What follows belongs to an exercise in optimizing a design on an open flow for small area, a short achievable clock period and few clock cycles per item; a production flow would make more cautious choices. Only simulation tests tie the RTL to the original design; equivalence was not proved. No activity file was given, so power comes from the tool's default toggle rates.

==> flow/design.v (outline; a module is shown in full before it is edited, if it fits) <==
// module conv_requant_packer: 1920 lines
module conv_requant_packer #(
  parameter int DATA_WIDTH = 8,
  parameter int ACC_WIDTH  = 32,
  parameter int BUS_WIDTH  = 128,
  parameter int ADDR_WIDTH = 18
) (
  input  logic                  clk,
  input  logic                  rst,
  input  logic                  start,
  input  logic [ADDR_WIDTH-1:0] cfg_base_addr,
  input  logic [15:0]           cfg_scale,
  input  logic [4:0]            cfg_shift,
  input  logic [1:0]            cfg_act_mode,
  input  logic [DATA_WIDTH-1:0] cfg_clip_max,
  output logic                  busy,
  output logic                  done,
  input  logic                  in_valid,
  output logic                  in_ready,
  input  logic [ACC_WIDTH-1:0]  in_acc,
  input  logic [ACC_WIDTH-1:0]  in_bias,
  input  logic                  in_last,
  output logic                  out_valid,
  input  logic                  out_ready,
  output logic [ADDR_WIDTH-1:0] out_addr,
  output logic [BUS_WIDTH-1:0]  out_data,
  output logic                  out_last,
  output logic [15:0]           sat_count
);
  // ...
==> flow/run.sh <==
#!/bin/bash
# synth_recipe.tcl (not shown) runs the flow's synth.tcl, then flattens the netlist and writes it again
# the make line also repeats each setting of config.mk as NAME=value (left out here)
make -C /OpenROAD-flow-scripts/flow DESIGN_CONFIG=/design/flow/config.mk WORK_HOME=/design/flow/orfs CLKGATE_MAP_FILE= SYNTH_SCRIPT=/design/flow/synth_recipe.tcl finish
==> flow/config.mk <==
export PLATFORM = sky130hd
export DESIGN_NAME = conv_requant_packer
export DESIGN_NICKNAME = conv_requant_packer
export VERILOG_FILES = /design/flow/design.v
export SDC_FILE = /design/flow/constraint.sdc
export NUM_CORES = 4
export LEC_CHECK = 0
export ABC_AREA = 1
export CAP_MARGIN = 20
export CORE_MARGIN = 2
export CORE_UTILIZATION = 40
export SETUP_SLACK_MARGIN = 4.0
export SLEW_MARGIN = 20
==> flow/constraint.sdc <==
create_clock -name core_clock -period 7.5 [get_ports {clk}]
set_input_delay 1.5000 -clock core_clock [delete_from_list [all_inputs] [get_ports {clk}]]
set_output_delay 1.5000 -clock core_clock [all_outputs]
set_load 0.01 [all_outputs]
==> out/metrics.cfg, run 1 <==
[outcome]
outcome=complete, no violations

[yosys]
async_reset_ff_share_pct=0
muxShareOfSynthArea_pct=0.2642
ys.flop_type=edfxtp_1
synth_top_area_share_pct=32.81
synth-seq-area-share_pct=34.56
yosysTopAreaCell=edfxtp_1

[finish]
n_all_inverters=592
drive_above_1_share_pct=18.88
largest_class=multi-input combinational cells
final_area_sq_um=38840
syn_to_final_growth_pct=30.19
fin_util_pct=52.35
final_cell_mix=543 x nand2_1, 465 x inv_1, 326 x edfxtp_1
antenna_cells=0
top_regs=word_q x128, s2_a_q x48, s2_c_q x48
seq_area_sq_um=10310

[worst_hold_path]
hold_path_end=s3_last_q
holdPathStages=0

[placement]
gp_congestion=0.9202
dp.cells=4390
dp_slack_ns=2.607

[drt]
first_iter_violations=2322
drt_pass1_iterations=7
vias_per_cell=5.353

[sta]
setup_viol=0
rsz0062_at_grt=true
fin_worst_skew_ns=0.04314
worstMarginPinSlew_ns=1.042

[grt]
overflow=0
grt_pass1_wl_um=141800
grt_max_degree=145
grtUsageMet2_pct=37.59
grt_util_met3_pct=5.197

[power]
p_comb_share_pct=68.2
powerComb_mw=11.9

[clock_network]
clockBufferDepth=3

[critical_path]
timing.rr.start=s2_c_q[0]
regToRegEndpoint=s3_q_q[0]
critical_path_arrival_ns=4.29
reg2reg_slack_ns=3.54
reg2reg_depth=25

Testbench counts, summed over its fixed seeds: cycles 9,487, items 9,247.
==> inputs of run 2 (changes only) <==
--- a/flow/design.v
+++ b/flow/design.v
@@ -915,172 +915,172 @@
   assign pp7[30] = ((bo7 & mx[30]) | (bt7 & mx[29])) ^ bn7;
   assign pp7[31] = ((bo7 & mx[31]) | (bt7 & mx[30])) ^ bn7;
   assign pp7[32] = ((bo7 & mx[31]) | (bt7 & mx[31])) ^ bn7;
-  assign hs1 = bn7 ^ mr[14];
-  assign hc1 = bn7 & mr[14];
-  assign hs2 = mr[15] ^ pp0[15];
-  assign hc2 = mr[15] & pp0[15];
-  assign fs3 = (my[15] & mx[0]) ^ mr[16] ^ pp0[16];
-  assign fc3 = ((my[15] & mx[0]) & mr[16]) | ((my[15] & mx[0]) & pp0[16]) | (mr[16] & pp0[16]);
-  assign fs4 = (my[15] & mx[1]) ^ mr[17] ^ pp0[17];
-  assign fc4 = ((my[15] & mx[1]) & mr[17]) | ((my[15] & mx[1]) & pp0[17]) | (mr[17] & pp0[17]);
-  assign fs5 = (my[15] & mx[2]) ^ mr[18] ^ pp0[18];
-  assign fc5 = ((my[15] & mx[2]) & mr[18]) | ((my[15] & mx[2]) & pp0[18]) | (mr[18] & pp0[18]);
-  assign fs6 = (my[15] & mx[3]) ^ mr[19] ^ pp0[19];
-  assign fc6 = ((my[15] & mx[3]) & mr[19]) | ((my[15] & mx[3]) & pp0[19]) | (mr[19] & pp0[19]);
-  assign fs7 = (my[15] & mx[4]) ^ mr[20] ^ pp0[20];
-  assign fc7 = ((my[15] & mx[4]) & mr[20]) | ((my[15] & mx[4]) & pp0[20]) | (mr[20] & pp0[20]);
-  assign fs8 = (my[15] & mx[5]) ^ mr[21] ^ pp0[21];
-  assign fc8 = ((my[15] & mx[5]) & mr[21]) | ((my[15] & mx[5]) & pp0[21]) | (mr[21] & pp0[21]);
-  assign fs9 = (my[15] & mx[6]) ^ mr[22] ^ pp0[22];
-  assign fc9 = ((my[15] & mx[6]) & mr[22]) | ((my[15] & mx[6]) & pp0[22]) | (mr[22] & pp0[22]);
-  assign fs10 = (my[15] & mx[7]) ^ mr[23] ^ pp0[23];
-  assign fc10 = ((my[15] & mx[7]) & mr[23]) | ((my[15] & mx[7]) & pp0[23]) | (mr[23] & pp0[23]);
-  assign fs11 = (my[15] & mx[8]) ^ mr[24] ^ pp0[24];
-  assign fc11 = ((my[15] & mx[8]) & mr[24]) | ((my[15] & mx[8]) & pp0[24]) | (mr[24] & pp0[24]);
-  assign fs12 = (my[15] & mx[9]) ^ mr[25] ^ pp0[25];
-  assign fc12 = ((my[15] & mx[9]) & mr[25]) | ((my[15] & mx[9]) & pp0[25]) | (mr[25] & pp0[25]);
-  assign fs13 = (my[15] & mx[10]) ^ mr[26] ^ pp0[26];
-  assign fc13 = ((my[15] & mx[10]) & mr[26]) | ((my[15] & mx[10]) & pp0[26]) | (mr[26] & pp0[26]);
-  assign fs14 = (my[15] & mx[11]) ^ mr[27] ^ pp0[27];
-  assign fc14 = ((my[15] & mx[11]) & mr[27]) | ((my[15] & mx[11]) & pp0[27]) | (mr[27] & pp0[27]);
-  assign fs15 = (my[15] & mx[12]) ^ mr[28] ^ pp0[28];
-  assign fc15 = ((my[15] & mx[12]) & mr[28]) | ((my[15] & mx[12]) & pp0[28]) | (mr[28] & pp0[28]);
-  assign fs16 = (my[15] & mx[13]) ^ mr[29] ^ pp0[29];
-  assign fc16 = ((my[15] & mx[13]) & mr[29]) | ((my[15] & mx[13]) & pp0[29]) | (mr[29] & pp0[29]);
-  assign fs17 = (my[15] & mx[14]) ^ mr[30] ^ pp0[30];
-  assign fc17 = ((my[15] & mx[14]) & mr[30]) | ((my[15] & mx[14]) & pp0[30]) | (mr[30] & pp0[30]);
+  assign hs1 = bn7 ^ pp0[14];
+  assign hc1 = bn7 & pp0[14];
+  assign hs2 = pp0[15] ^ pp1[13];
+  assign hc2 = pp0[15] & pp1[13];
+  assign fs3 = (my[15] & mx[0]) ^ pp0[16] ^ pp1[14];
+  assign fc3 = ((my[15] & mx[0]) & pp0[16]) | ((my[15] & mx[0]) & pp1[14]) | (pp0[16] & pp1[14]);
+  assign fs4 = (my[15] & mx[1]) ^ pp0[17] ^ pp1[15];
+  assign fc4 = ((my[15] & mx[1]) & pp0[17]) | ((my[15] & mx[1]) & pp1[15]) | (pp0[17] & pp1[15]);
+  assign fs5 = (my[15] & mx[2]) ^ pp0[18] ^ pp1[16];
+  assign fc5 = ((my[15] & mx[2]) & pp0[18]) | ((my[15] & mx[2]) & pp1[16]) | (pp0[18] & pp1[16]);
+  assign fs6 = (my[15] & mx[3]) ^ pp0[19] ^ pp1[17];
+  assign fc6 = ((my[15] & mx[3]) & pp0[19]) | ((my[15] & mx[3]) & pp1[17]) | (pp0[19] & pp1[17]);
+  assign fs7 = (my[15] & mx[4]) ^ pp0[20] ^ pp1[18];
+  assign fc7 = ((my[15] & mx[4]) & pp0[20]) | ((my[15] & mx[4]) & pp1[18]) | (pp0[20] & pp1[18]);
+  assign fs8 = (my[15] & mx[5]) ^ pp0[21] ^ pp1[19];
+  assign fc8 = ((my[15] & mx[5]) & pp0[21]) | ((my[15] & mx[5]) & pp1[19]) | (pp0[21] & pp1[19]);
+  assign fs9 = (my[15] & mx[6]) ^ pp0[22] ^ pp1[20];
+  assign fc9 = ((my[15] & mx[6]) & pp0[22]) | ((my[15] & mx[6]) & pp1[20]) | (pp0[22] & pp1[20]);
+  assign fs10 = (my[15] & mx[7]) ^ pp0[23] ^ pp1[21];
+  assign fc10 = ((my[15] & mx[7]) & pp0[23]) | ((my[15] & mx[7]) & pp1[21]) | (pp0[23] & pp1[21]);
+  assign fs11 = (my[15] & mx[8]) ^ pp0[24] ^ pp1[22];
+  assign fc11 = ((my[15] & mx[8]) & pp0[24]) | ((my[15] & mx[8]) & pp1[22]) | (pp0[24] & pp1[22]);
+  assign fs12 = (my[15] & mx[9]) ^ pp0[25] ^ pp1[23];
+  assign fc12 = ((my[15] & mx[9]) & pp0[25]) | ((my[15] & mx[9]) & pp1[23]) | (pp0[25] & pp1[23]);
+  assign fs13 = (my[15] & mx[10]) ^ pp0[26] ^ pp1[24];
+  assign fc13 = ((my[15] & mx[10]) & pp0[26]) | ((my[15] & mx[10]) & pp1[24]) | (pp0[26] & pp1[24]);
+  assign fs14 = (my[15] & mx[11]) ^ pp0[27] ^ pp1[25];
+  assign fc14 = ((my[15] & mx[11]) & pp0[27]) | ((my[15] & mx[11]) & pp1[25]) | (pp0[27] & pp1[25]);
+  assign fs15 = (my[15] & mx[12]) ^ pp0[28] ^ pp1[26];
+  assign fc15 = ((my[15] & mx[12]) & pp0[28]) | ((my[15] & mx[12]) & pp1[26]) | (pp0[28] & pp1[26]);
+  assign fs16 = (my[15] & mx[13]) ^ pp0[29] ^ pp1[27];
+  assign fc16 = ((my[15] & mx[13]) & pp0[29]) | ((my[15] & mx[13]) & pp1[27]) | (pp0[29] & pp1[27]);
+  assign fs17 = (my[15] & mx[14]) ^ pp0[30] ^ pp1[28];
+  assign fc17 = ((my[15] & mx[14]) & pp0[30]) | ((my[15] & mx[14]) & pp1[28]) | (pp0[30] & pp1[28]);
   assign hs18 = (my[15] & mx[15]) ^ pp0[31];
   assign hc18 = (my[15] & mx[15]) & pp0[31];
   assign fs19 = 1'b1 ^ (my[15] & mx[16]) ^ ~pp0[32];
   assign fc19 = (1'b1 & (my[15] & mx[16])) | (1'b1 & ~pp0[32]) | ((my[15] & mx[16]) & ~pp0[32]);
   assign hs20 = 1'b1 ^ (my[15] & mx[17]);
   assign hc20 = 1'b1 & (my[15] & mx[17]);
-  assign hs21 = bn4 ^ mr[8];
-  assign hc21 = bn4 & mr[8];
-  assign hs22 = mr[9] ^ pp0[9];
-  assign hc22 = mr[9] & pp0[9];
-  assign fs23 = bn5 ^ mr[10] ^ pp0[10];
-  assign fc23 = (bn5 & mr[10]) | (bn5 & pp0[10]) | (mr[10] & pp0[10]);
-  assign hs24 = pp1[8] ^ pp2[6];
-  assign hc24 = pp1[8] & pp2[6];
-  assign fs25 = mr[11] ^ pp0[11] ^ pp1[9];
-  assign fc25 = (mr[11] & pp0[11]) | (mr[11] & pp1[9]) | (pp0[11] & pp1[9]);
-  assign hs26 = pp2[7] ^ pp3[5];
-  assign hc26 = pp2[7] & pp3[5];
-  assign fs27 = bn6 ^ mr[12] ^ pp0[12];
-  assign fc27 = (bn6 & mr[12]) | (bn6 & pp0[12]) | (mr[12] & pp0[12]);
-  assign fs28 = pp1[10] ^ pp2[8] ^ pp3[6];
-  assign fc28 = (pp1[10] & pp2[8]) | (pp1[10] & pp3[6]) | (pp2[8] & pp3[6]);
-  assign hs29 = pp4[4] ^ pp5[2];
-  assign hc29 = pp4[4] & pp5[2];
-  assign fs30 = mr[13] ^ pp0[13] ^ pp1[11];
-  assign fc30 = (mr[13] & pp0[13]) | (mr[13] & pp1[11]) | (pp0[13] & pp1[11]);
-  assign fs31 = pp2[9] ^ pp3[7] ^ pp4[5];
-  assign fc31 = (pp2[9] & pp3[7]) | (pp2[9] & pp4[5]) | (pp3[7] & pp4[5]);
-  assign hs32 = pp5[3] ^ pp6[1];
-  assign hc32 = pp5[3] & pp6[1];
-  assign fs33 = hs1 ^ pp0[14] ^ pp1[12];
-  assign fc33 = (hs1 & pp0[14]) | (hs1 & pp1[12]) | (pp0[14] & pp1[12]);
-  assign fs34 = pp2[10] ^ pp3[8] ^ pp4[6];
-  assign fc34 = (pp2[10] & pp3[8]) | (pp2[10] & pp4[6]) | (pp3[8] & pp4[6]);
-  assign fs35 = pp5[4] ^ pp6[2] ^ pp7[0];
-  assign fc35 = (pp5[4] & pp6[2]) | (pp5[4] & pp7[0]) | (pp6[2] & pp7[0]);
-  assign fs36 = hc1 ^ pp1[13] ^ pp2[11];
-  assign fc36 = (hc1 & pp1[13]) | (hc1 & pp2[11]) | (pp1[13] & pp2[11]);
-  assign fs37 = pp3[9] ^ pp4[7] ^ pp5[5];
-  assign fc37 = (pp3[9] & pp4[7]) | (pp3[9] & pp5[5]) | (pp4[7] & pp5[5]);
-  assign fs38 = pp6[3] ^ pp7[1] ^ hs2;
-  assign fc38 = (pp6[3] & pp7[1]) | (pp6[3] & hs2) | (pp7[1] & hs2);
-  assign fs39 = pp1[14] ^ pp2[12] ^ pp3[10];
-  assign fc39 = (pp1[14] & pp2[12]) | (pp1[14] & pp3[10]) | (pp2[12] & pp3[10]);
-  assign fs40 = pp4[8] ^ pp5[6] ^ pp6[4];
-  assign fc40 = (pp4[8] & pp5[6]) | (pp4[8] & pp6[4]) | (pp5[6] & pp6[4]);
-  assign fs41 = pp7[2] ^ hc2 ^ fs3;
-  assign fc41 = (pp7[2] & hc2) | (pp7[2] & fs3) | (hc2 & fs3);
-  assign fs42 = pp1[15] ^ pp2[13] ^ pp3[11];
-  assign fc42 = (pp1[15] & pp2[13]) | (pp1[15] & pp3[11]) | (pp2[13] & pp3[11]);
-  assign fs43 = pp4[9] ^ pp5[7] ^ pp6[5];
-  assign fc43 = (pp4[9] & pp5[7]) | (pp4[9] & pp6[5]) | (pp5[7] & pp6[5]);
-  assign fs44 = pp7[3] ^ fc3 ^ fs4;
-  assign fc44 = (pp7[3] & fc3) | (pp7[3] & fs4) | (fc3 & fs4);
-  assign fs45 = pp1[16] ^ pp2[14] ^ pp3[12];
-  assign fc45 = (pp1[16] & pp2[14]) | (pp1[16] & pp3[12]) | (pp2[14] & pp3[12]);
-  assign fs46 = pp4[10] ^ pp5[8] ^ pp6[6];
-  assign fc46 = (pp4[10] & pp5[8]) | (pp4[10] & pp6[6]) | (pp5[8] & pp6[6]);
-  assign fs47 = pp7[4] ^ fc4 ^ fs5;
-  assign fc47 = (pp7[4] & fc4) | (pp7[4] & fs5) | (fc4 & fs5);
-  assign fs48 = pp1[17] ^ pp2[15] ^ pp3[13];
-  assign fc48 = (pp1[17] & pp2[15]) | (pp1[17] & pp3[13]) | (pp2[15] & pp3[13]);
-  assign fs49 = pp4[11] ^ pp5[9] ^ pp6[7];
-  assign fc49 = (pp4[11] & pp5[9]) | (pp4[11] & pp6[7]) | (pp5[9] & pp6[7]);
-  assign fs50 = pp7[5] ^ fc5 ^ fs6;
-  assign fc50 = (pp7[5] & fc5) | (pp7[5] & fs6) | (fc5 & fs6);
-  assign fs51 = pp1[18] ^ pp2[16] ^ pp3[14];
-  assign fc51 = (pp1[18] & pp2[16]) | (pp1[18] & pp3[14]) | (pp2[16] & pp3[14]);
-  assign fs52 = pp4[12] ^ pp5[10] ^ pp6[8];
-  assign fc52 = (pp4[12] & pp5[10]) | (pp4[12] & pp6[8]) | (pp5[10] & pp6[8]);
-  assign fs53 = pp7[6] ^ fc6 ^ fs7;
-  assign fc53 = (pp7[6] & fc6) | (pp7[6] & fs7) | (fc6 & fs7);
-  assign fs54 = pp1[19] ^ pp2[17] ^ pp3[15];
-  assign fc54 = (pp1[19] & pp2[17]) | (pp1[19] & pp3[15]) | (pp2[17] & pp3[15]);
-  assign fs55 = pp4[13] ^ pp5[11] ^ pp6[9];
-  assign fc55 = (pp4[13] & pp5[11]) | (pp4[13] & pp6[9]) | (pp5[11] & pp6[9]);
-  assign fs56 = pp7[7] ^ fc7 ^ fs8;
-  assign fc56 = (pp7[7] & fc7) | (pp7[7] & fs8) | (fc7 & fs8);
-  assign fs57 = pp1[20] ^ pp2[18] ^ pp3[16];
-  assign fc57 = (pp1[20] & pp2[18]) | (pp1[20] & pp3[16]) | (pp2[18] & pp3[16]);
-  assign fs58 = pp4[14] ^ pp5[12] ^ pp6[10];
-  assign fc58 = (pp4[14] & pp5[12]) | (pp4[14] & pp6[10]) | (pp5[12] & pp6[10]);
-  assign fs59 = pp7[8] ^ fc8 ^ fs9;
-  assign fc59 = (pp7[8] & fc8) | (pp7[8] & fs9) | (fc8 & fs9);
-  assign fs60 = pp1[21] ^ pp2[19] ^ pp3[17];
-  assign fc60 = (pp1[21] & pp2[19]) | (pp1[21] & pp3[17]) | (pp2[19] & pp3[17]);
-  assign fs61 = pp4[15] ^ pp5[13] ^ pp6[11];
-  assign fc61 = (pp4[15] & pp5[13]) | (pp4[15] & pp6[11]) | (pp5[13] & pp6[11]);
-  assign fs62 = pp7[9] ^ fc9 ^ fs10;
-  assign fc62 = (pp7[9] & fc9) | (pp7[9] & fs10) | (fc9 & fs10);
-  assign fs63 = pp1[22] ^ pp2[20] ^ pp3[18];
-  assign fc63 = (pp1[22] & pp2[20]) | (pp1[22] & pp3[18]) | (pp2[20] & pp3[18]);
-  assign fs64 = pp4[16] ^ pp5[14] ^ pp6[12];
-  assign fc64 = (pp4[16] & pp5[14]) | (pp4[16] & pp6[12]) | (pp5[14] & pp6[12]);
-  assign fs65 = pp7[10] ^ fc10 ^ fs11;
-  assign fc65 = (pp7[10] & fc10) | (pp7[10] & fs11) | (fc10 & fs11);
-  assign fs66 = pp1[23] ^ pp2[21] ^ pp3[19];
-  assign fc66 = (pp1[23] & pp2[21]) | (pp1[23] & pp3[19]) | (pp2[21] & pp3[19]);
-  assign fs67 = pp4[17] ^ pp5[15] ^ pp6[13];
-  assign fc67 = (pp4[17] & pp5[15]) | (pp4[17] & pp6[13]) | (pp5[15] & pp6[13]);
-  assign fs68 = pp7[11] ^ fc11 ^ fs12;
-  assign fc68 = (pp7[11] & fc11) | (pp7[11] & fs12) | (fc11 & fs12);
-  assign fs69 = pp1[24] ^ pp2[22] ^ pp3[20];
-  assign fc69 = (pp1[24] & pp2[22]) | (pp1[24] & pp3[20]) | (pp2[22] & pp3[20]);
-  assign fs70 = pp4[18] ^ pp5[16] ^ pp6[14];
-  assign fc70 = (pp4[18] & pp5[16]) | (pp4[18] & pp6[14]) | (pp5[16] & pp6[14]);
-  assign fs71 = pp7[12] ^ fc12 ^ fs13;
-  assign fc71 = (pp7[12] & fc12) | (pp7[12] & fs13) | (fc12 & fs13);
-  assign fs72 = pp1[25] ^ pp2[23] ^ pp3[21];
-  assign fc72 = (pp1[25] & pp2[23]) | (pp1[25] & pp3[21]) | (pp2[23] & pp3[21]);
-  assign fs73 = pp4[19] ^ pp5[17] ^ pp6[15];
-  assign fc73 = (pp4[19] & pp5[17]) | (pp4[19] & pp6[15]) | (pp5[17] & pp6[15]);
-  assign fs74 = pp7[13] ^ fc13 ^ fs14;
-  assign fc74 = (pp7[13] & fc13) | (pp7[13] & fs14) | (fc13 & fs14);
-  assign fs75 = pp1[26] ^ pp2[24] ^ pp3[22];
-  assign fc75 = (pp1[26] & pp2[24]) | (pp1[26] & pp3[22]) | (pp2[24] & pp3[22]);
-  assign fs76 = pp4[20] ^ pp5[18] ^ pp6[16];
-  assign fc76 = (pp4[20] & pp5[18]) | (pp4[20] & pp6[16]) | (pp5[18] & pp6[16]);
-  assign fs77 = pp7[14] ^ fc14 ^ fs15;
-  assign fc77 = (pp7[14] & fc14) | (pp7[14] & fs15) | (fc14 & fs15);
-  assign fs78 = pp1[27] ^ pp2[25] ^ pp3[23];
-  assign fc78 = (pp1[27] & pp2[25]) | (pp1[27] & pp3[23]) | (pp2[25] & pp3[23]);
-  assign fs79 = pp4[21] ^ pp5[19] ^ pp6[17];
-  assign fc79 = (pp4[21] & pp5[19]) | (pp4[21] & pp6[17]) | (pp5[19] & pp6[17]);
-  assign fs80 = pp7[15] ^ fc15 ^ fs16;
-  assign fc80 = (pp7[15] & fc15) | (pp7[15] & fs16) | (fc15 & fs16);
-  assign fs81 = pp1[28] ^ pp2[26] ^ pp3[24];
-  assign fc81 = (pp1[28] & pp2[26]) | (pp1[28] & pp3[24]) | (pp2[26] & pp3[24]);
-  assign fs82 = pp4[22] ^ pp5[20] ^ pp6[18];
-  assign fc82 = (pp4[22] & pp5[20]) | (pp4[22] & pp6[18]) | (pp5[20] & pp6[18]);
-  assign fs83 = pp7[16] ^ fc16 ^ fs17;
-  assign fc83 = (pp7[16] & fc16) | (pp7[16] & fs17) | (fc16 & fs17);
+  assign hs21 = bn4 ^ pp0[8];
+  assign hc21 = bn4 & pp0[8];
+  assign hs22 = pp0[9] ^ pp1[7];
+  assign hc22 = pp0[9] & pp1[7];
+  assign fs23 = bn5 ^ pp0[10] ^ pp1[8];
+  assign fc23 = (bn5 & pp0[10]) | (bn5 & pp1[8]) | (pp0[10] & pp1[8]);
+  assign hs24 = pp2[6] ^ pp3[4];
+  assign hc24 = pp2[6] & pp3[4];
+  assign fs25 = pp0[11] ^ pp1[9] ^ pp2[7];
+  assign fc25 = (pp0[11] & pp1[9]) | (pp0[11] & pp2[7]) | (pp1[9] & pp2[7]);
+  assign hs26 = pp3[5] ^ pp4[3];
+  assign hc26 = pp3[5] & pp4[3];
+  assign fs27 = bn6 ^ pp0[12] ^ pp1[10];
+  assign fc27 = (bn6 & pp0[12]) | (bn6 & pp1[10]) | (pp0[12] & pp1[10]);
+  assign fs28 = pp2[8] ^ pp3[6] ^ pp4[4];
+  assign fc28 = (pp2[8] & pp3[6]) | (pp2[8] & pp4[4]) | (pp3[6] & pp4[4]);
+  assign hs29 = pp5[2] ^ pp6[0];
+  assign hc29 = pp5[2] & pp6[0];
+  assign fs30 = pp0[13] ^ pp1[11] ^ pp2[9];
+  assign fc30 = (pp0[13] & pp1[11]) | (pp0[13] & pp2[9]) | (pp1[11] & pp2[9]);
+  assign fs31 = pp3[7] ^ pp4[5] ^ pp5[3];
+  assign fc31 = (pp3[7] & pp4[5]) | (pp3[7] & pp5[3]) | (pp4[5] & pp5[3]);
+  assign hs32 = pp6[1] ^ mr[13];
+  assign hc32 = pp6[1] & mr[13];
+  assign fs33 = pp1[12] ^ pp2[10] ^ pp3[8];
+  assign fc33 = (pp1[12] & pp2[10]) | (pp1[12] & pp3[8]) | (pp2[10] & pp3[8]);
+  assign fs34 = pp4[6] ^ pp5[4] ^ pp6[2];
+  assign fc34 = (pp4[6] & pp5[4]) | (pp4[6] & pp6[2]) | (pp5[4] & pp6[2]);
+  assign fs35 = pp7[0] ^ hs1 ^ mr[14];
+  assign fc35 = (pp7[0] & hs1) | (pp7[0] & mr[14]) | (hs1 & mr[14]);
+  assign fs36 = pp2[11] ^ pp3[9] ^ pp4[7];
+  assign fc36 = (pp2[11] & pp3[9]) | (pp2[11] & pp4[7]) | (pp3[9] & pp4[7]);
+  assign fs37 = pp5[5] ^ pp6[3] ^ pp7[1];
+  assign fc37 = (pp5[5] & pp6[3]) | (pp5[5] & pp7[1]) | (pp6[3] & pp7[1]);
+  assign fs38 = hc1 ^ hs2 ^ mr[15];
+  assign fc38 = (hc1 & hs2) | (hc1 & mr[15]) | (hs2 & mr[15]);
+  assign fs39 = pp2[12] ^ pp3[10] ^ pp4[8];
+  assign fc39 = (pp2[12] & pp3[10]) | (pp2[12] & pp4[8]) | (pp3[10] & pp4[8]);
+  assign fs40 = pp5[6] ^ pp6[4] ^ pp7[2];
+  assign fc40 = (pp5[6] & pp6[4]) | (pp5[6] & pp7[2]) | (pp6[4] & pp7[2]);
+  assign fs41 = hc2 ^ mr[16] ^ fs3;
+  assign fc41 = (hc2 & mr[16]) | (hc2 & fs3) | (mr[16] & fs3);
+  assign fs42 = pp2[13] ^ pp3[11] ^ pp4[9];
+  assign fc42 = (pp2[13] & pp3[11]) | (pp2[13] & pp4[9]) | (pp3[11] & pp4[9]);
+  assign fs43 = pp5[7] ^ pp6[5] ^ pp7[3];
+  assign fc43 = (pp5[7] & pp6[5]) | (pp5[7] & pp7[3]) | (pp6[5] & pp7[3]);
+  assign fs44 = mr[17] ^ fc3 ^ fs4;
+  assign fc44 = (mr[17] & fc3) | (mr[17] & fs4) | (fc3 & fs4);
+  assign fs45 = pp2[14] ^ pp3[12] ^ pp4[10];
+  assign fc45 = (pp2[14] & pp3[12]) | (pp2[14] & pp4[10]) | (pp3[12] & pp4[10]);
+  assign fs46 = pp5[8] ^ pp6[6] ^ pp7[4];
+  assign fc46 = (pp5[8] & pp6[6]) | (pp5[8] & pp7[4]) | (pp6[6] & pp7[4]);
+  assign fs47 = mr[18] ^ fc4 ^ fs5;
+  assign fc47 = (mr[18] & fc4) | (mr[18] & fs5) | (fc4 & fs5);
+  assign fs48 = pp2[15] ^ pp3[13] ^ pp4[11];
+  assign fc48 = (pp2[15] & pp3[13]) | (pp2[15] & pp4[11]) | (pp3[13] & pp4[11]);
+  assign fs49 = pp5[9] ^ pp6[7] ^ pp7[5];
+  assign fc49 = (pp5[9] & pp6[7]) | (pp5[9] & pp7[5]) | (pp6[7] & pp7[5]);
+  assign fs50 = mr[19] ^ fc5 ^ fs6;
+  assign fc50 = (mr[19] & fc5) | (mr[19] & fs6) | (fc5 & fs6);
+  assign fs51 = pp2[16] ^ pp3[14] ^ pp4[12];
+  assign fc51 = (pp2[16] & pp3[14]) | (pp2[16] & pp4[12]) | (pp3[14] & pp4[12]);
+  assign fs52 = pp5[10] ^ pp6[8] ^ pp7[6];
+  assign fc52 = (pp5[10] & pp6[8]) | (pp5[10] & pp7[6]) | (pp6[8] & pp7[6]);
+  assign fs53 = mr[20] ^ fc6 ^ fs7;
+  assign fc53 = (mr[20] & fc6) | (mr[20] & fs7) | (fc6 & fs7);
+  assign fs54 = pp2[17] ^ pp3[15] ^ pp4[13];
+  assign fc54 = (pp2[17] & pp3[15]) | (pp2[17] & pp4[13]) | (pp3[15] & pp4[13]);
+  assign fs55 = pp5[11] ^ pp6[9] ^ pp7[7];
+  assign fc55 = (pp5[11] & pp6[9]) | (pp5[11] & pp7[7]) | (pp6[9] & pp7[7]);
+  assign fs56 = mr[21] ^ fc7 ^ fs8;
+  assign fc56 = (mr[21] & fc7) | (mr[21] & fs8) | (fc7 & fs8);
+  assign fs57 = pp2[18] ^ pp3[16] ^ pp4[14];
+  assign fc57 = (pp2[18] & pp3[16]) | (pp2[18] & pp4[14]) | (pp3[16] & pp4[14]);
+  assign fs58 = pp5[12] ^ pp6[10] ^ pp7[8];
+  assign fc58 = (pp5[12] & pp6[10]) | (pp5[12] & pp7[8]) | (pp6[10] & pp7[8]);
+  assign fs59 = mr[22] ^ fc8 ^ fs9;
+  assign fc59 = (mr[22] & fc8) | (mr[22] & fs9) | (fc8 & fs9);
+  assign fs60 = pp2[19] ^ pp3[17] ^ pp4[15];
+  assign fc60 = (pp2[19] & pp3[17]) | (pp2[19] & pp4[15]) | (pp3[17] & pp4[15]);
+  assign fs61 = pp5[13] ^ pp6[11] ^ pp7[9];
+  assign fc61 = (pp5[13] & pp6[11]) | (pp5[13] & pp7[9]) | (pp6[11] & pp7[9]);
+  assign fs62 = mr[23] ^ fc9 ^ fs10;
+  assign fc62 = (mr[23] & fc9) | (mr[23] & fs10) | (fc9 & fs10);
+  assign fs63 = pp2[20] ^ pp3[18] ^ pp4[16];
+  assign fc63 = (pp2[20] & pp3[18]) | (pp2[20] & pp4[16]) | (pp3[18] & pp4[16]);
+  assign fs64 = pp5[14] ^ pp6[12] ^ pp7[10];
+  assign fc64 = (pp5[14] & pp6[12]) | (pp5[14] & pp7[10]) | (pp6[12] & pp7[10]);
+  assign fs65 = mr[24] ^ fc10 ^ fs11;
+  assign fc65 = (mr[24] & fc10) | (mr[24] & fs11) | (fc10 & fs11);
+  assign fs66 = pp2[21] ^ pp3[19] ^ pp4[17];
+  assign fc66 = (pp2[21] & pp3[19]) | (pp2[21] & pp4[17]) | (pp3[19] & pp4[17]);
+  assign fs67 = pp5[15] ^ pp6[13] ^ pp7[11];
+  assign fc67 = (pp5[15] & pp6[13]) | (pp5[15] & pp7[11]) | (pp6[13] & pp7[11]);
+  assign fs68 = mr[25] ^ fc11 ^ fs12;
+  assign fc68 = (mr[25] & fc11) | (mr[25] & fs12) | (fc11 & fs12);
+  assign fs69 = pp2[22] ^ pp3[20] ^ pp4[18];
+  assign fc69 = (pp2[22] & pp3[20]) | (pp2[22] & pp4[18]) | (pp3[20] & pp4[18]);
+  assign fs70 = pp5[16] ^ pp6[14] ^ pp7[12];
+  assign fc70 = (pp5[16] & pp6[14]) | (pp5[16] & pp7[12]) | (pp6[14] & pp7[12]);
+  assign fs71 = mr[26] ^ fc12 ^ fs13;
+  assign fc71 = (mr[26] & fc12) | (mr[26] & fs13) | (fc12 & fs13);
+  assign fs72 = pp2[23] ^ pp3[21] ^ pp4[19];
+  assign fc72 = (pp2[23] & pp3[21]) | (pp2[23] & pp4[19]) | (pp3[21] & pp4[19]);
+  assign fs73 = pp5[17] ^ pp6[15] ^ pp7[13];
+  assign fc73 = (pp5[17] & pp6[15]) | (pp5[17] & pp7[13]) | (pp6[15] & pp7[13]);
+  assign fs74 = mr[27] ^ fc13 ^ fs14;
+  assign fc74 = (mr[27] & fc13) | (mr[27] & fs14) | (fc13 & fs14);
+  assign fs75 = pp2[24] ^ pp3[22] ^ pp4[20];
+  assign fc75 = (pp2[24] & pp3[22]) | (pp2[24] & pp4[20]) | (pp3[22] & pp4[20]);
+  assign fs76 = pp5[18] ^ pp6[16] ^ pp7[14];
+  assign fc76 = (pp5[18] & pp6[16]) | (pp5[18] & pp7[14]) | (pp6[16] & pp7[14]);
+  assign fs77 = mr[28] ^ fc14 ^ fs15;
+  assign fc77 = (mr[28] & fc14) | (mr[28] & fs15) | (fc14 & fs15);
+  assign fs78 = pp2[25] ^ pp3[23] ^ pp4[21];
+  assign fc78 = (pp2[25] & pp3[23]) | (pp2[25] & pp4[21]) | (pp3[23] & pp4[21]);
+  assign fs79 = pp5[19] ^ pp6[17] ^ pp7[15];
+  assign fc79 = (pp5[19] & pp6[17]) | (pp5[19] & pp7[15]) | (pp6[17] & pp7[15]);
+  assign fs80 = mr[29] ^ fc15 ^ fs16;
+  assign fc80 = (mr[29] & fc15) | (mr[29] & fs16) | (fc15 & fs16);
+  assign fs81 = pp2[26] ^ pp3[24] ^ pp4[22];
+  assign fc81 = (pp2[26] & pp3[24]) | (pp2[26] & pp4[22]) | (pp3[24] & pp4[22]);
+  assign fs82 = pp5[20] ^ pp6[18] ^ pp7[16];
+  assign fc82 = (pp5[20] & pp6[18]) | (pp5[20] & pp7[16]) | (pp6[18] & pp7[16]);
+  assign fs83 = mr[30] ^ fc16 ^ fs17;
+  assign fc83 = (mr[30] & fc16) | (mr[30] & fs17) | (fc16 & fs17);
   assign fs84 = pp1[29] ^ pp2[27] ^ pp3[25];
   assign fc84 = (pp1[29] & pp2[27]) | (pp1[29] & pp3[25]) | (pp2[27] & pp3[25]);
   assign fs85 = pp4[23] ^ pp5[21] ^ pp6[19];
@@ -1093,18 +1093,18 @@
   assign fc88 = (pp4[24] & pp5[22]) | (pp4[24] & pp6[20]) | (pp5[22] & pp6[20]);
   assign fs89 = pp7[18] ^ hc18 ^ fs19;
   assign fc89 = (pp7[18] & hc18) | (pp7[18] & fs19) | (hc18 & fs19);
-  assign fs90 = hs20 ^ pp1[31] ^ pp2[29];
-  assign fc90 = (hs20 & pp1[31]) | (hs20 & pp2[29]) | (pp1[31] & pp2[29]);
-  assign fs91 = pp3[27] ^ pp4[25] ^ pp5[23];
-  assign fc91 = (pp3[27] & pp4[25]) | (pp3[27] & pp5[23]) | (pp4[25] & pp5[23]);
-  assign fs92 = pp6[21] ^ pp7[19] ^ fc19;
-  assign fc92 = (pp6[21] & pp7[19]) | (pp6[21] & fc19) | (pp7[19] & fc19);
-  assign fs93 = (my[15] & mx[18]) ^ hc20 ^ ~pp1[32];
-  assign fc93 = ((my[15] & mx[18]) & hc20) | ((my[15] & mx[18]) & ~pp1[32]) | (hc20 & ~pp1[32]);
-  assign fs94 = pp2[30] ^ pp3[28] ^ pp4[26];
-  assign fc94 = (pp2[30] & pp3[28]) | (pp2[30] & pp4[26]) | (pp3[28] & pp4[26]);
-  assign fs95 = pp5[24] ^ pp6[22] ^ pp7[20];
-  assign fc95 = (pp5[24] & pp6[22]) | (pp5[24] & pp7[20]) | (pp6[22] & pp7[20]);
+  assign fs90 = pp1[31] ^ pp2[29] ^ pp3[27];
+  assign fc90 = (pp1[31] & pp2[29]) | (pp1[31] & pp3[27]) | (pp2[29] & pp3[27]);
+  assign fs91 = pp4[25] ^ pp5[23] ^ pp6[21];
+  assign fc91 = (pp4[25] & pp5[23]) | (pp4[25] & pp6[21]) | (pp5[23] & pp6[21]);
+  assign fs92 = pp7[19] ^ hs20 ^ fc19;
+  assign fc92 = (pp7[19] & hs20) | (pp7[19] & fc19) | (hs20 & fc19);
+  assign fs93 = (my[15] & mx[18]) ^ ~pp1[32] ^ pp2[30];
+  assign fc93 = ((my[15] & mx[18]) & ~pp1[32]) | ((my[15] & mx[18]) & pp2[30]) | (~pp1[32] & pp2[30]);
+  assign fs94 = pp3[28] ^ pp4[26] ^ pp5[24];
+  assign fc94 = (pp3[28] & pp4[26]) | (pp3[28] & pp5[24]) | (pp4[26] & pp5[24]);
+  assign fs95 = pp6[22] ^ pp7[20] ^ hc20;
+  assign fc95 = (pp6[22] & pp7[20]) | (pp6[22] & hc20) | (pp7[20] & hc20);
   assign fs96 = 1'b1 ^ (my[15] & mx[19]) ^ pp2[31];
   assign fc96 = (1'b1 & (my[15] & mx[19])) | (1'b1 & pp2[31]) | ((my[15] & mx[19]) & pp2[31]);
   assign fs97 = pp3[29] ^ pp4[27] ^ pp5[25];
@@ -1123,50 +1123,50 @@
   assign fc103 = ((my[15] & mx[22]) & ~pp3[32]) | ((my[15] & mx[22]) & pp4[30]) | (~pp3[32] & pp4[30]);
   assign hs104 = 1'b1 ^ (my[15] & mx[23]);
   assign hc104 = 1'b1 & (my[15] & mx[23]);
-  assign hs105 = bn2 ^ mr[4];
-  assign hc105 = bn2 & mr[4];
-  assign hs106 = mr[5] ^ pp0[5];
-  assign hc106 = mr[5] & pp0[5];
-  assign fs107 = bn3 ^ mr[6] ^ pp0[6];
-  assign fc107 = (bn3 & mr[6]) | (bn3 & pp0[6]) | (mr[6] & pp0[6]);
-  assign hs108 = pp1[4] ^ pp2[2];
-  assign hc108 = pp1[4] & pp2[2];
-  assign fs109 = mr[7] ^ pp0[7] ^ pp1[5];
-  assign fc109 = (mr[7] & pp0[7]) | (mr[7] & pp1[5]) | (pp0[7] & pp1[5]);
-  assign hs110 = pp2[3] ^ pp3[1];
-  assign hc110 = pp2[3] & pp3[1];
-  assign fs111 = hs21 ^ pp0[8] ^ pp1[6];
-  assign fc111 = (hs21 & pp0[8]) | (hs21 & pp1[6]) | (pp0[8] & pp1[6]);
-  assign fs112 = pp2[4] ^ pp3[2] ^ pp4[0];
-  assign fc112 = (pp2[4] & pp3[2]) | (pp2[4] & pp4[0]) | (pp3[2] & pp4[0]);
-  assign fs113 = hc21 ^ pp1[7] ^ pp2[5];
-  assign fc113 = (hc21 & pp1[7]) | (hc21 & pp2[5]) | (pp1[7] & pp2[5]);
-  assign fs114 = pp3[3] ^ pp4[1] ^ hs22;
-  assign fc114 = (pp3[3] & pp4[1]) | (pp3[3] & hs22) | (pp4[1] & hs22);
-  assign fs115 = pp3[4] ^ pp4[2] ^ pp5[0];
-  assign fc115 = (pp3[4] & pp4[2]) | (pp3[4] & pp5[0]) | (pp4[2] & pp5[0]);
-  assign fs116 = hc22 ^ hs24 ^ fs23;
-  assign fc116 = (hc22 & hs24) | (hc22 & fs23) | (hs24 & fs23);
-  assign fs117 = pp4[3] ^ pp5[1] ^ hc24;
-  assign fc117 = (pp4[3] & pp5[1]) | (pp4[3] & hc24) | (pp5[1] & hc24);
-  assign fs118 = hs26 ^ fc23 ^ fs25;
-  assign fc118 = (hs26 & fc23) | (hs26 & fs25) | (fc23 & fs25);
-  assign fs119 = pp6[0] ^ hc26 ^ hs29;
-  assign fc119 = (pp6[0] & hc26) | (pp6[0] & hs29) | (hc26 & hs29);
+  assign hs105 = bn2 ^ pp0[4];
+  assign hc105 = bn2 & pp0[4];
+  assign hs106 = pp0[5] ^ pp1[3];
+  assign hc106 = pp0[5] & pp1[3];
+  assign fs107 = bn3 ^ pp0[6] ^ pp1[4];
+  assign fc107 = (bn3 & pp0[6]) | (bn3 & pp1[4]) | (pp0[6] & pp1[4]);
+  assign hs108 = pp2[2] ^ pp3[0];
+  assign hc108 = pp2[2] & pp3[0];
+  assign fs109 = pp0[7] ^ pp1[5] ^ pp2[3];
+  assign fc109 = (pp0[7] & pp1[5]) | (pp0[7] & pp2[3]) | (pp1[5] & pp2[3]);
+  assign hs110 = pp3[1] ^ mr[7];
+  assign hc110 = pp3[1] & mr[7];
+  assign fs111 = pp1[6] ^ pp2[4] ^ pp3[2];
+  assign fc111 = (pp1[6] & pp2[4]) | (pp1[6] & pp3[2]) | (pp2[4] & pp3[2]);
+  assign fs112 = pp4[0] ^ hs21 ^ mr[8];
+  assign fc112 = (pp4[0] & hs21) | (pp4[0] & mr[8]) | (hs21 & mr[8]);
+  assign fs113 = pp2[5] ^ pp3[3] ^ pp4[1];
+  assign fc113 = (pp2[5] & pp3[3]) | (pp2[5] & pp4[1]) | (pp3[3] & pp4[1]);
+  assign fs114 = hc21 ^ hs22 ^ mr[9];
+  assign fc114 = (hc21 & hs22) | (hc21 & mr[9]) | (hs22 & mr[9]);
+  assign fs115 = pp4[2] ^ pp5[0] ^ hc22;
+  assign fc115 = (pp4[2] & pp5[0]) | (pp4[2] & hc22) | (pp5[0] & hc22);
+  assign fs116 = hs24 ^ mr[10] ^ fs23;
+  assign fc116 = (hs24 & mr[10]) | (hs24 & fs23) | (mr[10] & fs23);
+  assign fs117 = pp5[1] ^ hc24 ^ hs26;
+  assign fc117 = (pp5[1] & hc24) | (pp5[1] & hs26) | (hc24 & hs26);
+  assign fs118 = mr[11] ^ fc23 ^ fs25;
+  assign fc118 = (mr[11] & fc23) | (mr[11] & fs25) | (fc23 & fs25);
+  assign fs119 = hc26 ^ hs29 ^ mr[12];
+  assign fc119 = (hc26 & hs29) | (hc26 & mr[12]) | (hs29 & mr[12]);
   assign fs120 = fc25 ^ fs27 ^ fs28;
   assign fc120 = (fc25 & fs27) | (fc25 & fs28) | (fs27 & fs28);
-  assign fs121 = hc29 ^ hs32 ^ fc27;
-  assign fc121 = (hc29 & hs32) | (hc29 & fc27) | (hs32 & fc27);
-  assign fs122 = fc28 ^ fs30 ^ fs31;
-  assign fc122 = (fc28 & fs30) | (fc28 & fs31) | (fs30 & fs31);
-  assign fs123 = hc32 ^ fc30 ^ fc31;
-  assign fc123 = (hc32 & fc30) | (hc32 & fc31) | (fc30 & fc31);
-  assign fs124 = fs33 ^ fs34 ^ fs35;
-  assign fc124 = (fs33 & fs34) | (fs33 & fs35) | (fs34 & fs35);
-  assign fs125 = fc33 ^ fc34 ^ fc35;
-  assign fc125 = (fc33 & fc34) | (fc33 & fc35) | (fc34 & fc35);
-  assign fs126 = fs36 ^ fs37 ^ fs38;
-  assign fc126 = (fs36 & fs37) | (fs36 & fs38) | (fs37 & fs38);
+  assign fs121 = hc29 ^ fc27 ^ fc28;
+  assign fc121 = (hc29 & fc27) | (hc29 & fc28) | (fc27 & fc28);
+  assign fs122 = fs30 ^ fs31 ^ hs32;
+  assign fc122 = (fs30 & fs31) | (fs30 & hs32) | (fs31 & hs32);
+  assign fs123 = fc30 ^ fc31 ^ fs33;
+  assign fc123 = (fc30 & fc31) | (fc30 & fs33) | (fc31 & fs33);
+  assign fs124 = fs34 ^ hc32 ^ fs35;
+  assign fc124 = (fs34 & hc32) | (fs34 & fs35) | (hc32 & fs35);
+  assign fs125 = fc33 ^ fc34 ^ fs36;
+  assign fc125 = (fc33 & fc34) | (fc33 & fs36) | (fc34 & fs36);
+  assign fs126 = fs37 ^ fc35 ^ fs38;
+  assign fc126 = (fs37 & fc35) | (fs37 & fs38) | (fc35 & fs38);
   assign fs127 = fc36 ^ fc37 ^ fs39;
   assign fc127 = (fc36 & fc37) | (fc36 & fs39) | (fc37 & fs39);
   assign fs128 = fs40 ^ fc38 ^ fs41;
@@ -1245,8 +1245,8 @@
   assign fc164 = (fs94 & fs95) | (fs94 & fc92) | (fs95 & fc92);
   assign fs165 = hs98 ^ fc93 ^ fc94;
   assign fc165 = (hs98 & fc93) | (hs98 & fc94) | (fc93 & fc94);
-  assign fs166 = fc95 ^ fs96 ^ fs97;
-  assign fc166 = (fc95 & fs96) | (fc95 & fs97) | (fs96 & fs97);
+  assign fs166 = fs96 ^ fs97 ^ fc95;
+  assign fc166 = (fs96 & fs97) | (fs96 & fc95) | (fs97 & fc95);
   assign fs167 = pp7[22] ^ hc98 ^ fc96;
   assign fc167 = (pp7[22] & hc98) | (pp7[22] & fc96) | (hc98 & fc96);
   assign fs168 = fc97 ^ fs99 ^ fs100;
@@ -1259,14 +1259,14 @@
   assign fc171 = (pp5[28] & pp6[26]) | (pp5[28] & pp7[24]) | (pp6[26] & pp7[24]);
   assign fs172 = hc102 ^ fc101 ^ fs103;
   assign fc172 = (hc102 & fc101) | (hc102 & fs103) | (fc101 & fs103);
-  assign fs173 = hs104 ^ pp4[31] ^ pp5[29];
-  assign fc173 = (hs104 & pp4[31]) | (hs104 & pp5[29]) | (pp4[31] & pp5[29]);
-  assign fs174 = pp6[27] ^ pp7[25] ^ fc103;
-  assign fc174 = (pp6[27] & pp7[25]) | (pp6[27] & fc103) | (pp7[25] & fc103);
-  assign fs175 = (my[15] & mx[24]) ^ hc104 ^ ~pp4[32];
-  assign fc175 = ((my[15] & mx[24]) & hc104) | ((my[15] & mx[24]) & ~pp4[32]) | (hc104 & ~pp4[32]);
-  assign fs176 = pp5[30] ^ pp6[28] ^ pp7[26];
-  assign fc176 = (pp5[30] & pp6[28]) | (pp5[30] & pp7[26]) | (pp6[28] & pp7[26]);
+  assign fs173 = pp4[31] ^ pp5[29] ^ pp6[27];
+  assign fc173 = (pp4[31] & pp5[29]) | (pp4[31] & pp6[27]) | (pp5[29] & pp6[27]);
+  assign fs174 = pp7[25] ^ hs104 ^ fc103;
+  assign fc174 = (pp7[25] & hs104) | (pp7[25] & fc103) | (hs104 & fc103);
+  assign fs175 = (my[15] & mx[24]) ^ ~pp4[32] ^ pp5[30];
+  assign fc175 = ((my[15] & mx[24]) & ~pp4[32]) | ((my[15] & mx[24]) & pp5[30]) | (~pp4[32] & pp5[30]);
+  assign fs176 = pp6[28] ^ pp7[26] ^ hc104;
+  assign fc176 = (pp6[28] & pp7[26]) | (pp6[28] & hc104) | (pp7[26] & hc104);
   assign fs177 = 1'b1 ^ (my[15] & mx[25]) ^ pp5[31];
   assign fc177 = (1'b1 & (my[15] & mx[25])) | (1'b1 & pp5[31]) | ((my[15] & mx[25]) & pp5[31]);
   assign hs178 = pp6[29] ^ pp7[27];
@@ -1275,34 +1275,34 @@
   assign fc179 = ((my[15] & mx[26]) & ~pp5[32]) | ((my[15] & mx[26]) & pp6[30]) | (~pp5[32] & pp6[30]);
   assign hs180 = 1'b1 ^ (my[15] & mx[27]);
   assign hc180 = 1'b1 & (my[15] & mx[27]);
-  assign hs181 = bn1 ^ mr[2];
-  assign hc181 = bn1 & mr[2];
-  assign hs182 = mr[3] ^ pp0[3];
-  assign hc182 = mr[3] & pp0[3];
-  assign fs183 = hs105 ^ pp0[4] ^ pp1[2];
-  assign fc183 = (hs105 & pp0[4]) | (hs105 & pp1[2]) | (pp0[4] & pp1[2]);
-  assign fs184 = hc105 ^ pp1[3] ^ pp2[1];
-  assign fc184 = (hc105 & pp1[3]) | (hc105 & pp2[1]) | (pp1[3] & pp2[1]);
-  assign fs185 = pp3[0] ^ hc106 ^ hs108;
-  assign fc185 = (pp3[0] & hc106) | (pp3[0] & hs108) | (hc106 & hs108);
-  assign fs186 = hc108 ^ hs110 ^ fc107;
-  assign fc186 = (hc108 & hs110) | (hc108 & fc107) | (hs110 & fc107);
-  assign fs187 = hc110 ^ fc109 ^ fs111;
-  assign fc187 = (hc110 & fc109) | (hc110 & fs111) | (fc109 & fs111);
-  assign fs188 = fc111 ^ fc112 ^ fs113;
-  assign fc188 = (fc111 & fc112) | (fc111 & fs113) | (fc112 & fs113);
-  assign fs189 = fc113 ^ fs115 ^ fc114;
-  assign fc189 = (fc113 & fs115) | (fc113 & fc114) | (fs115 & fc114);
+  assign hs181 = bn1 ^ pp0[2];
+  assign hc181 = bn1 & pp0[2];
+  assign hs182 = pp0[3] ^ pp1[1];
+  assign hc182 = pp0[3] & pp1[1];
+  assign fs183 = pp1[2] ^ pp2[0] ^ hs105;
+  assign fc183 = (pp1[2] & pp2[0]) | (pp1[2] & hs105) | (pp2[0] & hs105);
+  assign fs184 = pp2[1] ^ hc105 ^ hs106;
+  assign fc184 = (pp2[1] & hc105) | (pp2[1] & hs106) | (hc105 & hs106);
+  assign fs185 = hc106 ^ hs108 ^ mr[6];
+  assign fc185 = (hc106 & hs108) | (hc106 & mr[6]) | (hs108 & mr[6]);
+  assign fs186 = hc108 ^ fc107 ^ fs109;
+  assign fc186 = (hc108 & fc107) | (hc108 & fs109) | (fc107 & fs109);
+  assign fs187 = fc109 ^ fs111 ^ hc110;
+  assign fc187 = (fc109 & fs111) | (fc109 & hc110) | (fs111 & hc110);
+  assign fs188 = fc111 ^ fs113 ^ fc112;
+  assign fc188 = (fc111 & fs113) | (fc111 & fc112) | (fs113 & fc112);
+  assign fs189 = fc113 ^ fc114 ^ fs115;
+  assign fc189 = (fc113 & fc114) | (fc113 & fs115) | (fc114 & fs115);
   assign fs190 = fc115 ^ fs117 ^ fc116;
   assign fc190 = (fc115 & fs117) | (fc115 & fc116) | (fs117 & fc116);
   assign fs191 = fc117 ^ fs119 ^ fc118;
   assign fc191 = (fc117 & fs119) | (fc117 & fc118) | (fs119 & fc118);
   assign fs192 = fc119 ^ fc120 ^ fs121;
   assign fc192 = (fc119 & fc120) | (fc119 & fs121) | (fc120 & fs121);
-  assign fs193 = fc121 ^ fc122 ^ fs123;
-  assign fc193 = (fc121 & fc122) | (fc121 & fs123) | (fc122 & fs123);
-  assign fs194 = fc123 ^ fc124 ^ fs125;
-  assign fc194 = (fc123 & fc124) | (fc123 & fs125) | (fc124 & fs125);
+  assign fs193 = fc121 ^ fs123 ^ fc122;
+  assign fc193 = (fc121 & fs123) | (fc121 & fc122) | (fs123 & fc122);
+  assign fs194 = fc123 ^ fs125 ^ fc124;
+  assign fc194 = (fc123 & fs125) | (fc123 & fc124) | (fs125 & fc124);
   assign fs195 = fc125 ^ fs127 ^ fc126;
   assign fc195 = (fc125 & fs127) | (fc125 & fc126) | (fs127 & fc126);
   assign fs196 = fc127 ^ fs129 ^ fc128;
@@ -1343,60 +1343,60 @@
   assign fc213 = (fc161 & fs163) | (fc161 & fc162) | (fs163 & fc162);
   assign fs214 = fc163 ^ fs165 ^ fs166;
   assign fc214 = (fc163 & fs165) | (fc163 & fs166) | (fs165 & fs166);
-  assign fs215 = fc165 ^ fc166 ^ fs167;
-  assign fc215 = (fc165 & fc166) | (fc165 & fs167) | (fc166 & fs167);
-  assign fs216 = fs169 ^ fc167 ^ fc168;
-  assign fc216 = (fs169 & fc167) | (fs169 & fc168) | (fc167 & fc168);
+  assign fs215 = fc165 ^ fs167 ^ fc166;
+  assign fc215 = (fc165 & fs167) | (fc165 & fc166) | (fs167 & fc166);
+  assign fs216 = fc167 ^ fs169 ^ fc168;
+  assign fc216 = (fc167 & fs169) | (fc167 & fc168) | (fs169 & fc168);
   assign fs217 = fs171 ^ fc169 ^ fc170;
   assign fc217 = (fs171 & fc169) | (fs171 & fc170) | (fc169 & fc170);
   assign fs218 = fc171 ^ fs173 ^ fc172;
   assign fc218 = (fc171 & fs173) | (fc171 & fc172) | (fs173 & fc172);
   assign fs219 = fc173 ^ fs175 ^ fs176;
   assign fc219 = (fc173 & fs175) | (fc173 & fs176) | (fs175 & fs176);
-  assign fs220 = hs178 ^ fc175 ^ fc176;
-  assign fc220 = (hs178 & fc175) | (hs178 & fc176) | (fc175 & fc176);
+  assign fs220 = hs178 ^ fc175 ^ fs177;
+  assign fc220 = (hs178 & fc175) | (hs178 & fs177) | (fc175 & fs177);
   assign fs221 = pp7[28] ^ hc178 ^ fc177;
   assign fc221 = (pp7[28] & hc178) | (pp7[28] & fc177) | (hc178 & fc177);
-  assign fs222 = hs180 ^ pp6[31] ^ pp7[29];
-  assign fc222 = (hs180 & pp6[31]) | (hs180 & pp7[29]) | (pp6[31] & pp7[29]);
-  assign fs223 = (my[15] & mx[28]) ^ hc180 ^ ~pp6[32];
-  assign fc223 = ((my[15] & mx[28]) & hc180) | ((my[15] & mx[28]) & ~pp6[32]) | (hc180 & ~pp6[32]);
+  assign fs222 = pp6[31] ^ pp7[29] ^ hs180;
+  assign fc222 = (pp6[31] & pp7[29]) | (pp6[31] & hs180) | (pp7[29] & hs180);
+  assign fs223 = (my[15] & mx[28]) ^ ~pp6[32] ^ pp7[30];
+  assign fc223 = ((my[15] & mx[28]) & ~pp6[32]) | ((my[15] & mx[28]) & pp7[30]) | (~pp6[32] & pp7[30]);
   assign hs224 = 1'b1 ^ (my[15] & mx[29]);
   assign hc224 = 1'b1 & (my[15] & mx[29]);
-  assign hs225 = bn0 ^ mr[0];
-  assign hc225 = bn0 & mr[0];
-  assign hs226 = mr[1] ^ pp0[1];
-  assign hc226 = mr[1] & pp0[1];
-  assign fs227 = hs181 ^ pp0[2] ^ pp1[0];
-  assign fc227 = (hs181 & pp0[2]) | (hs181 & pp1[0]) | (pp0[2] & pp1[0]);
-  assign fs228 = hc181 ^ pp1[1] ^ hs182;
-  assign fc228 = (hc181 & pp1[1]) | (hc181 & hs182) | (pp1[1] & hs182);
-  assign fs229 = pp2[0] ^ hc182 ^ fs183;
-  assign fc229 = (pp2[0] & hc182) | (pp2[0] & fs183) | (hc182 & fs183);
-  assign fs230 = hs106 ^ fc183 ^ fs184;
-  assign fc230 = (hs106 & fc183) | (hs106 & fs184) | (fc183 & fs184);
-  assign fs231 = fc184 ^ fs107 ^ fs185;
-  assign fc231 = (fc184 & fs107) | (fc184 & fs185) | (fs107 & fs185);
-  assign fs232 = fs109 ^ fc185 ^ fs186;
-  assign fc232 = (fs109 & fc185) | (fs109 & fs186) | (fc185 & fs186);
+  assign hs225 = bn0 ^ pp0[0];
+  assign hc225 = bn0 & pp0[0];
+  assign hs226 = pp0[1] ^ mr[1];
+  assign hc226 = pp0[1] & mr[1];
+  assign fs227 = pp1[0] ^ hs181 ^ mr[2];
+  assign fc227 = (pp1[0] & hs181) | (pp1[0] & mr[2]) | (hs181 & mr[2]);
+  assign fs228 = hc181 ^ hs182 ^ mr[3];
+  assign fc228 = (hc181 & hs182) | (hc181 & mr[3]) | (hs182 & mr[3]);
+  assign fs229 = hc182 ^ mr[4] ^ fs183;
+  assign fc229 = (hc182 & mr[4]) | (hc182 & fs183) | (mr[4] & fs183);
+  assign fs230 = mr[5] ^ fc183 ^ fs184;
+  assign fc230 = (mr[5] & fc183) | (mr[5] & fs184) | (fc183 & fs184);
+  assign fs231 = fs107 ^ fc184 ^ fs185;
+  assign fc231 = (fs107 & fc184) | (fs107 & fs185) | (fc184 & fs185);
+  assign fs232 = hs110 ^ fc185 ^ fs186;
+  assign fc232 = (hs110 & fc185) | (hs110 & fs186) | (fc185 & fs186);
   assign fs233 = fs112 ^ fc186 ^ fs187;
   assign fc233 = (fs112 & fc186) | (fs112 & fs187) | (fc186 & fs187);
   assign fs234 = fs114 ^ fc187 ^ fs188;
   assign fc234 = (fs114 & fc187) | (fs114 & fs188) | (fc187 & fs188);
-  assign fs235 = fc188 ^ fs116 ^ fs189;
-  assign fc235 = (fc188 & fs116) | (fc188 & fs189) | (fs116 & fs189);
+  assign fs235 = fs116 ^ fc188 ^ fs189;
+  assign fc235 = (fs116 & fc188) | (fs116 & fs189) | (fc188 & fs189);
   assign fs236 = fs118 ^ fc189 ^ fs190;
   assign fc236 = (fs118 & fc189) | (fs118 & fs190) | (fc189 & fs190);
   assign fs237 = fs120 ^ fc190 ^ fs191;
   assign fc237 = (fs120 & fc190) | (fs120 & fs191) | (fc190 & fs191);
   assign fs238 = fs122 ^ fc191 ^ fs192;
   assign fc238 = (fs122 & fc191) | (fs122 & fs192) | (fc191 & fs192);
-  assign fs239 = fs124 ^ fc192 ^ fs193;
-  assign fc239 = (fs124 & fc192) | (fs124 & fs193) | (fc192 & fs193);
+  assign fs239 = fc192 ^ fs124 ^ fs193;
+  assign fc239 = (fc192 & fs124) | (fc192 & fs193) | (fs124 & fs193);
   assign fs240 = fs126 ^ fc193 ^ fs194;
   assign fc240 = (fs126 & fc193) | (fs126 & fs194) | (fc193 & fs194);
-  assign fs241 = fc194 ^ fs128 ^ fs195;
-  assign fc241 = (fc194 & fs128) | (fc194 & fs195) | (fs128 & fs195);
+  assign fs241 = fs128 ^ fc194 ^ fs195;
+  assign fc241 = (fs128 & fc194) | (fs128 & fs195) | (fc194 & fs195);
   assign fs242 = fs130 ^ fc195 ^ fs196;
   assign fc242 = (fs130 & fc195) | (fs130 & fs196) | (fc195 & fs196);
   assign fs243 = fs132 ^ fc196 ^ fs197;
@@ -1445,22 +1445,22 @@
   assign fc264 = (fs174 & fc217) | (fs174 & fs218) | (fc217 & fs218);
   assign fs265 = fc174 ^ fs219 ^ fc218;
   assign fc265 = (fc174 & fs219) | (fc174 & fc218) | (fs219 & fc218);
-  assign fs266 = fs177 ^ fc219 ^ fs220;
-  assign fc266 = (fs177 & fc219) | (fs177 & fs220) | (fc219 & fs220);
+  assign fs266 = fc176 ^ fs220 ^ fc219;
+  assign fc266 = (fc176 & fs220) | (fc176 & fc219) | (fs220 & fc219);
   assign fs267 = fs179 ^ fc220 ^ fs221;
   assign fc267 = (fs179 & fc220) | (fs179 & fs221) | (fc220 & fs221);
   assign fs268 = fc179 ^ fs222 ^ fc221;
   assign fc268 = (fc179 & fs222) | (fc179 & fc221) | (fs222 & fc221);
-  assign fs269 = pp7[30] ^ fc222 ^ fs223;
-  assign fc269 = (pp7[30] & fc222) | (pp7[30] & fs223) | (fc222 & fs223);
-  assign fs270 = hs224 ^ pp7[31] ^ fc223;
-  assign fc270 = (hs224 & pp7[31]) | (hs224 & fc223) | (pp7[31] & fc223);
-  assign fs271 = (my[15] & mx[30]) ^ hc224 ^ ~pp7[32];
-  assign fc271 = ((my[15] & mx[30]) & hc224) | ((my[15] & mx[30]) & ~pp7[32]) | (hc224 & ~pp7[32]);
+  assign fs269 = hc180 ^ fs223 ^ fc222;
+  assign fc269 = (hc180 & fs223) | (hc180 & fc222) | (fs223 & fc222);
+  assign fs270 = pp7[31] ^ hs224 ^ fc223;
+  assign fc270 = (pp7[31] & hs224) | (pp7[31] & fc223) | (hs224 & fc223);
+  assign fs271 = (my[15] & mx[30]) ^ ~pp7[32] ^ hc224;
+  assign fc271 = ((my[15] & mx[30]) & ~pp7[32]) | ((my[15] & mx[30]) & hc224) | (~pp7[32] & hc224);
   assign hs272 = 1'b1 ^ (my[15] & mx[31]);
   assign hc272 = 1'b1 & (my[15] & mx[31]);
   assign ma[0] = hs225;
-  assign mb[0] = pp0[0];
+  assign mb[0] = mr[0];
   assign ma[1] = hc225;
   assign mb[1] = hs226;
   assign ma[2] = hc226;
--- a/flow/config.mk
+++ b/flow/config.mk
@@ -9,5 +9,5 @@
 export CAP_MARGIN = 20
 export CORE_MARGIN = 2
 export CORE_UTILIZATION = 40
-export SETUP_SLACK_MARGIN = 4.0
+export SETUP_SLACK_MARGIN = 3.5
 export SLEW_MARGIN = 20
==> run 2 against run 1 <==
Net effect:
- worst setup slack improved by 0.0018 ns
- largest power group unchanged
- largest cell class unchanged
- still clean on timing, DRC and antenna
- critical endpoint unchanged
- critical path depth rose by 3
- critical path type unchanged
- cell area shrank 6.6%
==> out/metrics.cfg, run 2 <==
[outcome]
outcome=complete, no violations  ; unchanged

[finish]
top_regs=word_q x128, s2_a_q x48, s2_c_q x48  ; unchanged
final_area_sq_um=36270  ; was 38840 sq um
syn_to_final_growth_pct=20.75  ; was 30.19%
final_cell_mix=567 x inv_1, 536 x nand2_1, 326 x edfxtp_1  ; was 543 x nand2_1, 465 x inv_1, 326 x edfxtp_1
largest_register=word_q  ; unchanged
drive_above_1_share_pct=8.395  ; was 18.88%

[grt]
overflow=0  ; unchanged
antenna_found_initial=1  ; was 0
grt_max_degree=69  ; was 145
grt_pass1_wl_um=137500  ; was 141800 um
grt_pass1_vias=23710  ; was 24.37k

[sta]
fin_worst_skew_ns=0.03484  ; was 0.04314 ns
worstMarginPinSlew_ns=1.029  ; was 1.042 ns
setup_tns_ns=0  ; unchanged
setup_viol=0  ; unchanged
period_share_pct=52.79  ; was 52.82%
hold_violations=0  ; unchanged
rsz0062_at_grt=true  ; unchanged

[worst_hold_path]
hold_path_end=s3_last_q  ; unchanged
min_from=s2_last_q  ; unchanged
hold_path.class=reg -> reg  ; unchanged
holdPathStages=0  ; unchanged

[critical_path]
timing.rr.start=s2_a_q[0]  ; was s2_c_q[0]
cp_data_required_time_ns=7.84  ; was 7.83 ns
critical_path_arrival_ns=4.30  ; was 4.29 ns
regToRegEndpoint=s3_q_q[0]  ; unchanged
reg2reg_depth=28  ; was 25
reg2reg_slack_ns=3.54  ; about the same

[yosys]
synth_cells=3311  ; was 3263
synth_nets=3816  ; was 3768
yosysTopAreaCell=edfxtp_1  ; unchanged
yosys.cell_types.count=46  ; was 52
synth-seq-area-share_pct=34.32  ; was 34.56%
synth_area_sq_um=30040  ; was 29830 sq um
async_reset_ff_share_pct=0  ; unchanged
ys.flop_type=edfxtp_1  ; unchanged
synth_top_area_share_pct=32.59  ; was 32.81%
yosysWarnings=1  ; unchanged

[drt]
first_iter_violations=1872  ; was 2322
drt_pass1_iterations=5  ; was 7
vias_per_cell=5.270  ; was 5.353

[placement]
portBuffers=285  ; unchanged
dp_slack_ns=2.524  ; was 2.607 ns
gp_congestion=0.9057  ; was 0.9202
dp.cells=4445  ; was 4390

[clock_network]
clockBufferDepth=3  ; unchanged

[floorplan]
die-area_sq_um=77310  ; was 76790 sq um

[power]
leakage_nw=16.31  ; was 16.71 nW

==> run 2: changes by cell type after synthesis, moves of 4 or more <==
cell      delta
nand3_1     +47
nand2_1     -35
inv_1       +20
o21ai_0     +17
nor2_1      +14
xnor2_1     -11
inv_2       -10
nand3b_1     +8
o211ai_1     -7
xor2_1       +7
buf_1        +4
==> run 2: repair_timing <==
action | in CTS | in global routing
pin swaps | 14 | 21
endpoints found under the setup margin | 67 | 60
cloned | 5 | 0
buffers inserted | 19 | 59
resized for setup | 54 | 56
==> run 2: cell families (layout without fill, tap and decap cells) <==
kind of cell | count (synthesis) | in the layout | synth area share [%]
AOI/OAI and AO/OA | 439 | 439 | 8.605
and+or+nand+nor | 1066 | 1071 | 15.41
muxes | 7 | 7 | 0.2624
adders and majority gates | 386 | 386 | 22.87
xor gates and xnor gates | 301 | 301 | 8.776
buffers and inverters | 760 | 1077 | 9.758
DFF | 352 | 352 | 34.32
other | 0 | 1 | 0
==> run 2: critical path, delay by kind of cell, from the launching register on <==
| kind | cells | cell delay (ns) |
|---|---|---|
| buf+inv | 1 | 0.16 |
| fa+ha+maj | 3 | 0.89 |
| flops | 1 | 0.38 |
| compound gates | 1 | 0.14 |
| simple gates | 23 | 2.11 |
==> run 2: worst max-delay path by stage <==
stage                              start         end  depth (start not counted)
after floorplan                out_ready    in_ready                          4
after global placement         out_ready    in_ready                          6
after detailed placement       s2_a_q[0]   s3_q_q[2]                         27
after CTS                 cfg_shift_q[1]  s2_c_q[19]                         12
after global routing           s2_a_q[0]   s3_q_q[6]                         28
final                          s2_a_q[0]   s3_q_q[0]                         28
==> run 2: cell type report <==
class | count | area [sq um] | share of cell area [%]
diodes | 1 | 2.502 | 0.006899
clock buffers | 48 | 1052 | 2.901
clock inverters | 26 | 326.6 | 0.9003
inverters | 601 | 2344 | 6.461
multi-input cells | 2204 | 17200 | 47.42
flip-flops and latches | 352 | 10310 | 28.42
well taps | 969 | 1212 | 3.342
repair buffers | 402 | 3825 | 10.54
==> run 2: per-stage QoR <==
| step | util, % | hold WS, ns |
|---|---|---|
| 2_1_floorplan | - | 0.4003 |
| 3_3_place_gp | 45.34 | 0.4025 |
| 3_5_place_dp | 45.35 | 0.4045 |
| 4_1_cts | 47.75 | 0.4214 |
| 5_1_grt | 48.72 | 0.4278 |
| 6_report | 48.72 | 0.4185 |
==> run 2: routing by layer <==
| metal | vias up | share of wire, % | GRT usage (%) |
|---|---|---|---|
| met4 | 0 | 3.2 | 7.983 |
| li1 | 11380 | - | - |
| met2 | 1062 | 48 | 38.24 |
| met1 | 11600 | 42 | 30.27 |
| met3 | 208 | 7.0 | 3.064 |
| met5 | - | 0 | 0 |
==> run 2: report_power, final <==
part | switching [mW] | total (mW) | internal [mW]
combinational | 7.04 | 11.5 | 4.45
clock | 0.841 | 2.03 | 1.19
sequential | 0.236 | 3.45 | 3.21
total | 8.11 | 17.0 | 8.86
Testbench counts of run 2, summed over its fixed seeds: cycles 9,487, items 9,247.

-- port drivers added, routing unchanged --
How much do the figures lean on ideal ports? The routed layouts below were timed once more, with nothing changed but the port constraints.
Step 1, drivers: a clkbuf_16 drives clk and a buf_2 each remaining input, both assumed.
Step 2, shift: input delay + t, output delay - t, t = (earliest + latest rising clock arrival at the registers) / 2. This alone moves slack from input paths to output paths.
Three values: ideal, step 1, step 2; two values: the first two.
run | shift t [ns] | setup slack, ns | latest minus earliest clock arrival (ns) | worst register clock-pin slew, ns | worst data-port slew with drivers (ns)
run 1 | 0.653 | 3.539 / 3.539 / 3.529 | 0.043 / 0.043 | 0.07 / 0.07 | 0.08
run 2 | 0.631 | 3.541 / 3.541 / 3.192 | 0.035 / 0.035 | 0.06 / 0.06 | 0.07
After both steps setup and hold are still met in every run listed. The setup slack of run 2, which loses most, moves by 0.000 ns with the drivers and by -0.349 ns with both steps.
